Source: an optimization exercise on an open RTL-to-GDS flow (aim: small area). Production flows keep margins and buffers that such runs may drop.
Where RTL was checked, it was by simulation tests only, not by an equivalence proof against the original.
No activity file was given, so power comes from the tool's default toggle rates.

==> flow/design.v <==
module dcache #(
  parameter int IDX_W = 3
) (
  input  logic        CLK,
  input  logic        nRST,
  input  logic        halt,
  input  logic        dmemREN,
  input  logic        dmemWEN,
  input  logic [31:0] dmemaddr,
  input  logic [31:0] dmemstore,
  output logic        dhit,
  output logic [31:0] dmemload,
  output logic        flushed,
  output logic        dREN,
  output logic        dWEN,
  output logic [31:0] daddr,
  output logic [31:0] dstore,
  input  logic [31:0] dload,
  input  logic        dwait
);
  localparam int SETS  = 1 << IDX_W;
  localparam int TAG_W = 29 - IDX_W;
  logic                r_w, r_f, r_h, r_r;
  logic                n_w, n_f, n_h, n_r;
  logic [IDX_W-1:0]    r_fidx;
  logic [SETS-1:0]     r_valid;
  logic [SETS-1:0]     r_dirty;
  logic [TAG_W-1:0]    r_tag   [SETS];
  logic [31:0]         r_word0 [SETS];
  logic [31:0]         r_word1 [SETS];
  logic                w_idle, w_done, w_fchk, w_fl1;
  logic [IDX_W-1:0]    w_idx;
  logic [TAG_W-1:0]    w_tag_rd;
  logic [SETS-1:0]     w_oh8;
  logic [2*SETS-1:0]   w_oh16;
  logic                w_vd, w_hit, w_sthit, w_miss, w_last;
  logic                w_rsel, w_wr, w_tagwr;
  logic [31:0]         w_wdata;
  logic                w_unused;
  assign w_unused = &{1'b0, dmemaddr[1:0]};
  assign w_idle = ~(r_w | r_f | r_r);
  assign w_done = r_f & r_h & ~r_w;
  assign w_fchk = r_f & ~r_h & ~r_w;
  assign w_fl1  = r_f & r_h & r_w;
  assign w_last = &r_fidx;
  assign w_idx    = r_f ? r_fidx : dmemaddr[2+IDX_W:3];
  assign w_vd     = |(w_oh8 & r_valid & r_dirty);
  assign w_rsel   = w_idle ? dmemaddr[2] : r_h;
  always_comb begin
    for (int i = 0; i < SETS; i++) begin
      w_oh8[i]        = (w_idx == i);
      w_oh16[2*i]     = w_oh8[i] & ~w_rsel;
      w_oh16[2*i + 1] = w_oh8[i] &  w_rsel;
    end
  end
  for (genvar b = 0; b < TAG_W; b++) begin : g_tag_rd
    logic [SETS-1:0] col;
    for (genvar i = 0; i < SETS; i++) begin : g_i
      assign col[i] = r_tag[i][b];
    end
    dcache_rd8 u_rd (.oh(w_oh8), .d(col), .q(w_tag_rd[b]));
  end
  for (genvar b = 0; b < 32; b++) begin : g_word_rd
    logic [2*SETS-1:0] col;
    for (genvar i = 0; i < SETS; i++) begin : g_i
      assign col[2*i]     = r_word0[i][b];
      assign col[2*i + 1] = r_word1[i][b];
    end
    dcache_rd16 u_rd (.oh(w_oh16), .d(col), .q(dmemload[b]));
  end
  assign dstore = dmemload;
  assign w_hit   = w_idle & ~halt & (dmemREN | dmemWEN) &
                   (|(w_oh8 & r_valid)) & (w_tag_rd == dmemaddr[31:3+IDX_W]);
  assign w_miss  = w_idle & ~halt & (dmemREN | dmemWEN) & ~w_hit;
  assign w_sthit = w_hit & dmemWEN;
  assign dhit    = w_hit;
  assign dREN    = r_r;
  assign dWEN    = r_w;
  assign flushed = w_done;
  assign daddr   = {w_tag_rd, w_idx, r_h, 2'b00};
  always_comb begin
    {n_w, n_f, n_h, n_r} = {r_w, r_f, r_h, r_r};
    if (w_idle) begin
      if (halt)        {n_w, n_f, n_h, n_r} = 4'b0100;
      else if (w_miss) {n_w, n_f, n_h, n_r} = w_vd ? 4'b1000 : 4'b0001;
    end else if (w_fchk) begin
      if (w_vd)        {n_w, n_f, n_h, n_r} = 4'b1100;
      else if (w_last) {n_w, n_f, n_h, n_r} = 4'b0110;
    end else if (!w_done && !dwait) begin
      if (!r_h)        n_h = 1'b1;                           
      else if (r_r)    {n_w, n_f, n_h, n_r} = 4'b0000;       
      else if (!r_f)   {n_w, n_f, n_h, n_r} = 4'b0001;       
      else             {n_w, n_f, n_h, n_r} = w_last ? 4'b0110 : 4'b0100;  
    end
  end
  always_ff @(posedge CLK or negedge nRST) begin
    if (!nRST) {r_w, r_f, r_h, r_r} <= 4'b0000;
    else       {r_w, r_f, r_h, r_r} <= {n_w, n_f, n_h, n_r};
  end
  always_ff @(posedge CLK) begin
    if (!r_f)                                  r_fidx <= '0;
    else if ((w_fchk & ~w_vd) | (w_fl1 & ~dwait)) r_fidx <= r_fidx + 1'b1;
  end
  assign w_wr    = r_r | w_sthit;
  assign w_wdata = r_r ? dload : dmemstore;
  assign w_tagwr = (w_miss & ~w_vd) | (r_w & r_h & ~r_f & ~dwait);
  always_ff @(posedge CLK or negedge nRST) begin
    if (!nRST) r_valid <= '0;
    else       r_valid <= r_valid | (w_oh8 & {SETS{w_tagwr}});
  end
  always_ff @(posedge CLK) begin
    for (int i = 0; i < SETS; i++) begin
      if (w_oh8[i] & w_wr)        r_dirty[i] <= ~r_r;
      if (w_oh8[i] & w_tagwr)     r_tag[i]   <= dmemaddr[31:3+IDX_W];
      if (w_oh16[2*i] & w_wr)     r_word0[i] <= w_wdata;
      if (w_oh16[2*i + 1] & w_wr) r_word1[i] <= w_wdata;
    end
  end
endmodule
module dcache_aoi222 (
  input  logic a0, a1, b0, b1, c0, c1,
  output logic y
);
  assign y = ~((a0 & a1) | (b0 & b1) | (c0 & c1));
endmodule
module dcache_nand2 (
  input  logic a, b,
  output logic y
);
  assign y = ~(a & b);
endmodule
module dcache_nand4 (
  input  logic [3:0] a,
  output logic       y
);
  assign y = ~&a;
endmodule
module dcache_nand6 (
  input  logic [5:0] a,
  output logic       y
);
  assign y = ~&a;
endmodule
module dcache_rd8 (
  input  logic [7:0] oh,
  input  logic [7:0] d,
  output logic       q
);
  logic [3:0] t;
  dcache_aoi222 u0 (.a0(oh[0]), .a1(d[0]), .b0(oh[1]), .b1(d[1]), .c0(oh[2]), .c1(d[2]), .y(t[0]));
  dcache_aoi222 u1 (.a0(oh[3]), .a1(d[3]), .b0(oh[4]), .b1(d[4]), .c0(oh[5]), .c1(d[5]), .y(t[1]));
  dcache_nand2  u2 (.a(oh[6]), .b(d[6]), .y(t[2]));
  dcache_nand2  u3 (.a(oh[7]), .b(d[7]), .y(t[3]));
  dcache_nand4  u4 (.a(t), .y(q));
endmodule
module dcache_rd16 (
  input  logic [15:0] oh,
  input  logic [15:0] d,
  output logic        q
);
  logic [5:0] t;
  dcache_aoi222 u0 (.a0(oh[0]),  .a1(d[0]),  .b0(oh[1]),  .b1(d[1]),  .c0(oh[2]),  .c1(d[2]),  .y(t[0]));
  dcache_aoi222 u1 (.a0(oh[3]),  .a1(d[3]),  .b0(oh[4]),  .b1(d[4]),  .c0(oh[5]),  .c1(d[5]),  .y(t[1]));
  dcache_aoi222 u2 (.a0(oh[6]),  .a1(d[6]),  .b0(oh[7]),  .b1(d[7]),  .c0(oh[8]),  .c1(d[8]),  .y(t[2]));
  dcache_aoi222 u3 (.a0(oh[9]),  .a1(d[9]),  .b0(oh[10]), .b1(d[10]), .c0(oh[11]), .c1(d[11]), .y(t[3]));
  dcache_aoi222 u4 (.a0(oh[12]), .a1(d[12]), .b0(oh[13]), .b1(d[13]), .c0(oh[14]), .c1(d[14]), .y(t[4]));
  dcache_nand2  u5 (.a(oh[15]), .b(d[15]), .y(t[5]));
  dcache_nand6  u6 (.a(t), .y(q));
endmodule
export LEC_CHECK = 0
export CAP_MARGIN = 0
export CORE_MARGIN = 2
export CORE_UTILIZATION = 50
export PLACE_DENSITY = 0.6
export SLEW_MARGIN = 0
export SYNTH_HIERARCHICAL = 1
export SYNTH_MINIMUM_KEEP_SIZE = 0
create_clock -name core_clock -period 12.0 [get_ports {CLK}]
standard.sh (not shown) runs the stock make flow with config.mk's settings and CLKGATE_MAP_FILE= SYNTH_SCRIPT=/design/flow/synth_recipe.tcl, a recipe that flattens the netlist after the stock synthesis.
==> flow/flow/run.sh <==
#!/bin/bash
# Standard ORFS layout, with small port buffers and a clock tree built from
# small clock buffers without dummy loads. ORFS writes each tool's full log
# under orfs/logs/; the make output goes to flow_make.log here.
set -euo pipefail
export BUFFER_PORTS_ARGS="-buffer_cell sky130_fd_sc_hd__buf_1"
export CTS_ARGS="-sink_clustering_enable -repair_clock_nets -dont_use_dummy_load -root_buf sky130_fd_sc_hd__clkbuf_4 -buf_list {sky130_fd_sc_hd__clkbuf_4} -sink_clustering_size 10 -sink_clustering_max_diameter 50"
bash standard.sh finish > flow_make.log 2>&1
Rerun with:
Settings changed: CAP_MARGIN 0 to 5, SLEW_MARGIN 0 to 5.
Effect: First-iteration DRC count is unchanged. Wire length does not change. Area after synthesis is unchanged. Global-route usage is unchanged. Core utilization is unchanged. Sequential power hardly moves. Cell area does not change. Setup slack does not change. Non-clock buffer count does not change.


the reference run:
Another version of the RTL of dcache (not shown whole).
Size in the first run: roughly 1500 cells after synthesis, about 740 flip-flops, about 200 I/O pins.
export LEC_CHECK = 0
export CAP_MARGIN = 5
export CORE_MARGIN = 2
export CORE_UTILIZATION = 50
export PLACE_DENSITY = 0.6
export SLEW_MARGIN = 5
export SYNTH_HIERARCHICAL = 1
export SYNTH_MINIMUM_KEEP_SIZE = 0
create_clock -name core_clock -period 12.0 [get_ports {CLK}]
==> flow/flow/run.sh <==
#!/bin/bash
# Standard ORFS layout, with small port buffers and a clock tree built from
# small clock buffers without dummy loads. ORFS writes each tool's full log
# under orfs/logs/; the make output goes to flow_make.log here.
set -euo pipefail
export BUFFER_PORTS_ARGS="-buffer_cell sky130_fd_sc_hd__buf_1"
export RECOVER_POWER=100
export CTS_ARGS="-sink_clustering_enable -repair_clock_nets -dont_use_dummy_load -root_buf sky130_fd_sc_hd__clkbuf_4 -buf_list {sky130_fd_sc_hd__clkbuf_4} -sink_clustering_size 10 -sink_clustering_max_diameter 50"
bash standard.sh finish > flow_make.log 2>&1
The reference run: complete, dirty (capacitance limit, slew limit)
> inputs changed (the reference run -> the trial run)
# the reference run
export LEC_CHECK = 0
export CAP_MARGIN = 5
export CORE_MARGIN = 2
export CORE_UTILIZATION = 50
export PLACE_DENSITY = 0.6
export SLEW_MARGIN = 5
export SYNTH_HIERARCHICAL = 1
export SYNTH_MINIMUM_KEEP_SIZE = 0
create_clock -name core_clock -period 12.0 [get_ports {CLK}]
# the trial run
export LEC_CHECK = 0
export CAP_MARGIN = 5
export CORE_MARGIN = 2
export CORE_UTILIZATION = 60
export PLACE_DENSITY = 0.7
export SLEW_MARGIN = 5
export SYNTH_HIERARCHICAL = 1
export SYNTH_MINIMUM_KEEP_SIZE = 0
create_clock -name core_clock -period 12.0 [get_ports {CLK}]
-- flow/flow/run.sh --
<<< the reference run, line 7
export RECOVER_POWER=100
>>> the trial run, line 7
==> comparison <==
- [the trial run] worst path setup slack after routing rose 1460 ps relative to the reference run
- The trial run vs the reference run: wire length on met3 up in the trial run
- Against the reference run, total power of the final layout in the trial run fell slightly.
- The trial run completed end to end with timing, DRC and antenna clean.
- Start-to-end type of the worst setup path = input port to output pin: the trial run; start-to-end type of the worst setup path = input port to register: the reference run
- In the tables for the trial run and the reference run, placement row count reads higher with the reference run.
- The trial run and the reference run ended up with roughly the same share of total power in sequential cells.
- The width of the chip in the trial run was lower than what the reference run gave.
Function was not checked in any run of this note: the RTL went through the layout flow alone.

[what the ideal ports hide]
The results above use ideal ports. As a check the final layouts listed here were re-extracted and re-timed, cells and wires unchanged.
Step 1, drivers: a clkbuf_16 drives CLK and a buf_2 each remaining input, both assumed.
Step 2, shift: input delay + t, output delay - t, t = (earliest + latest rising clock arrival at the registers) / 2. This alone moves slack from input paths to output paths.
Slacks: no drivers / after step 1 / after step 2; pairs: no drivers / after step 1.
run	t (ns)	slack for setup (ns)	hold WS [ns]	latest minus earliest clock arrival (ns)	pins driven straight from the clock port
the first run of note 1	0.857	3.252 / 3.223 / 3.223	0.489 / 0.489 / 0.489	0.068 / 0.068	1
the second run of note 1	0.857	3.252 / 3.223 / 3.223	0.489 / 0.489 / 0.489	0.068 / 0.068	1
the reference run	0.855	1.973 / 2.003 / 1.149	0.510 / 0.510 / 0.510	0.093 / 0.093	1
the trial run	0.831	3.433 / 3.414 / 3.414	0.506 / 0.506 / 0.506	0.116 / 0.116	1
For the reference run, which loses most, drivers alone change the setup slack by +0.030 ns; drivers and shift together by -0.824 ns.
